This design comes from an exercise in tuning for a short achievable clock period and few clock cycles on the open sky130 flow, not from production work.
Only simulation tests tie the RTL to the original design; equivalence was not proved.

## job 4538
Design rv_core, start of the top module:
module rv_core #(
    parameter logic [31:0] RESET_PC = 32'h0100_0000
) (
    input  logic            clock,
    input  logic            reset,
    output logic [31:0]     fetch_pc,
    input  logic [31:0]     fetch_insn,
    output logic            retire_valid,
    output logic [4:0]      retire_rd,
    output logic [31:0]     retire_data
);
    localparam logic [6:0] OP_LUI    = 7'b0110111;
    localparam logic [6:0] OP_AUIPC  = 7'b0010111;
    localparam logic [6:0] OP_JAL    = 7'b1101111;
    localparam logic [6:0] OP_JALR   = 7'b1100111;
    localparam logic [6:0] OP_BRANCH = 7'b1100011;
    localparam logic [6:0] OP_IMM    = 7'b0010011;
    localparam logic [6:0] OP_REG    = 7'b0110011;
    localparam int BHT_BITS = 7;
    localparam int BHT_N    = 1 << BHT_BITS;
    localparam int LVT_N    = 4;
    logic        ex_redirect;
    logic [31:0] ex_redirect_pc;
    logic [31:0] pc;
    logic [31:0] insn;
    logic [6:0]  f_opc;
    logic [4:0]  f_rd;
    logic [4:0]  f_rs1;
    logic [31:0] f_imm_i, f_imm_b, f_imm_j, f_imm_u;
    logic        f_is_jal, f_is_jalr, f_is_br, f_is_auipc, f_writes;
    logic [31:0] pc_plus4, targ_b, targ_j, targ_r;
    logic        br_pred, jalr_hit, f_pred_taken;
    logic [31:0] f_next, f_alt;
    logic [BHT_N-1:0] bht_seen;
    logic [1:0]       bht_ctr [BHT_N];
    logic [BHT_BITS-1:0] f_bidx;
    logic [LVT_N-1:0] lv_valid;
    logic [4:0]       lv_reg [LVT_N];
    logic [31:0]      lv_val [LVT_N];
    logic [LVT_N-1:0] lv_hit;
    logic [LVT_N-1:0] lv_match_rd;
    logic [31:0]      lv_targ [LVT_N];
    logic [1:0]       lv_rr;
    logic             f_ins;
    logic [31:0]      f_ins_val;
    assign fetch_pc = pc;
    assign insn     = fetch_insn;
    assign f_opc    = insn[6:0];
    assign f_rd     = insn[11:7];
    assign f_rs1    = insn[19:15];
    assign f_imm_i  = {{20{insn[31]}}, insn[31:20]};
    assign f_imm_b  = {{19{insn[31]}}, insn[31], insn[7], insn[30:25], insn[11:8], 1'b0};
  ...
For scale: about 8600 cells after synthesis, roughly 100 I/O pins, about 100000 um2 of cells after synthesis.
Settings: LEC_CHECK=0, ABC_CLOCK_PERIOD_IN_PS=3000, CAP_MARGIN=20, CORE_MARGIN=2, CORE_UTILIZATION=40, SETUP_SLACK_MARGIN=4.5, SLEW_MARGIN=20; clock period 8.0 ns.
run.sh (not shown) runs the stock make flow with config.mk's settings and CLKGATE_MAP_FILE= SYNTH_SCRIPT=/design/flow/synth_recipe.tcl, a recipe that flattens the netlist after the stock synthesis.
Testbench counts of job 4538, summed over its fixed seeds: cycles 595,978.
Edits applied to the flow inputs when going from job 4538 to job 8259:
--- a/flow/design.v
+++ b/flow/design.v
@@ -80,48 +80,18 @@
         logic      valid;
         reg_addr_t rd;
         word_t     data;
     } result_t;
     typedef struct packed {
         logic  taken;
         word_t target;
     } redirect_t;
 endpackage
-module cmp_tree (
-    input  logic [31:0] a,
-    input  logic [31:0] b,
-    output logic        eq,
-    output logic        lt,
-    output logic        ltu
-);
-    logic [31:0] e [6];
-    logic [31:0] l [6];
-    logic        eq_lo, lt_lo, eq_top;
-    assign e[0] = ~({a[30:0], 1'b0} ^ {b[30:0], 1'b0});
-    assign l[0] = ~{a[30:0], 1'b0} & {b[30:0], 1'b0};
-    for (genvar k = 1; k <= 5; k++) begin : g_lv
-        for (genvar j = 0; j < 32; j++) begin : g_grp
-            if (j < (32 >> k)) begin : g_op
-                assign e[k][j] = e[k-1][2*j+1] & e[k-1][2*j];
-                assign l[k][j] = l[k-1][2*j+1] | (e[k-1][2*j+1] & l[k-1][2*j]);
-            end else begin : g_pad
-                assign e[k][j] = 1'b0;
-                assign l[k][j] = 1'b0;
-            end
-        end
-    end
-    assign eq_lo  = e[5][0];
-    assign lt_lo  = l[5][0];
-    assign eq_top = ~(a[31] ^ b[31]);
-    assign eq     = eq_top & eq_lo;
-    assign ltu    = (~a[31] & b[31]) | (eq_top & lt_lo);
-    assign lt     = (a[31] & ~b[31]) | (eq_top & lt_lo);
-endmodule
 module rv_core #(
     parameter logic [31:0] RESET_PC = 32'h0100_0000
 ) (
     input  logic            clock,
     input  logic            reset,
     output logic [31:0]     fetch_pc,
     input  logic [31:0]     fetch_insn,
     output logic            retire_valid,
     output logic [4:0]      retire_rd,
@@ -360,26 +330,21 @@
     logic [31:0] sll_out, srl_out;
     logic        eq, lt, ltu, taken, tgt_ok;
     logic [31:0] chk_c, chk_carry;
     assign a     = e_fwd_a ? w_data : e_a;
     assign b     = e_fwd_b ? w_data : e_b;
     assign b_add = e_sub ? ~b : b;
     assign sum   = a + b_add + {31'b0, e_sub};
     assign sll_out = a << b[4:0];
     assign srl_out = 32'($signed({e_sra & a[31], a}) >>> b[4:0]);
-    logic [2:0] c_nn, c_wn, c_nw, c_sel;
-    cmp_tree u_c_nn (.a (e_a), .b (e_b), .eq (c_nn[2]), .lt (c_nn[1]), .ltu (c_nn[0]));
-    cmp_tree u_c_wn (.a (w_data), .b (e_b), .eq (c_wn[2]), .lt (c_wn[1]), .ltu (c_wn[0]));
-    cmp_tree u_c_nw (.a (e_a), .b (w_data), .eq (c_nw[2]), .lt (c_nw[1]), .ltu (c_nw[0]));
-    assign c_sel = (e_fwd_a && e_fwd_b) ? 3'b100 : (e_fwd_a ? c_wn : (e_fwd_b ? c_nw : c_nn));
-    assign eq  = c_sel[2];
-    assign lt  = c_sel[1];
-    assign ltu = c_sel[0];
+    assign eq  = (a == b);
+    assign lt  = ($signed(a) < $signed(b));
+    assign ltu = (a < b);
     assign res = ({32{e_s_add}}  & sum) |
                  ({32{e_s_and}}  & (a & b)) |
                  ({32{e_s_or}}   & (a | b)) |
                  ({32{e_s_xor}}  & (a ^ b)) |
                  ({32{e_s_sll}}  & sll_out) |
                  ({32{e_s_srl}}  & srl_out) |
                  ({32{e_s_slt}}  & {31'b0, lt}) |
                  ({32{e_s_sltu}} & {31'b0, ltu}) |
                  ({32{e_s_b}}    & b) |
## What came out
Job 8259 did not stop at any stage, and its layout met the timing, design-rule and antenna checks.
Diff job 4538 -> job 8259: synthesized area went down about 1.8%, final critical-path share of the clock period increased by 3.4 points relative to the old numbers, final core utilization rose 0.49 points, area share of fa/ha/maj cells after synthesis fell 0.73 points.
Area share of buffers outside the clock network, job 8259 and job 4538: smaller value in job 4538
Job 8259 ends up with a tightest hold margin that is 0.023 ns higher than in job 4538.
Testbench counts of job 8259, summed over its fixed seeds: cycles 595,978.

-- what the ideal ports hide --
In the flow no input, the clock included, has a driving cell. The finished layouts below were timed again as built, in two steps. Step 1 sets driving cells, clkbuf_16 on the clock port and buf_2 on the other inputs (assumed; they add their load-dependent delay and slew). Step 2, shift: input delay + t, output delay - t, t = (earliest + latest rising clock arrival at the registers) / 2. This alone moves slack from input paths to output paths. a / b / c = no drivers / after step 1 / after step 2; a / b = the first two.
run | t, ns | slack for setup (ns) | worst setup path after step 2
job 4538 | 0.972 | 3.862 / 3.862 / 3.061 | input to register
job 8259 | 0.965 | 3.590 / 3.590 / 2.951 | input to register
After both steps setup and hold are still met in every run listed. For job 4538, which loses most, drivers alone change the setup slack by 0.000 ns; drivers and shift together by -0.801 ns.
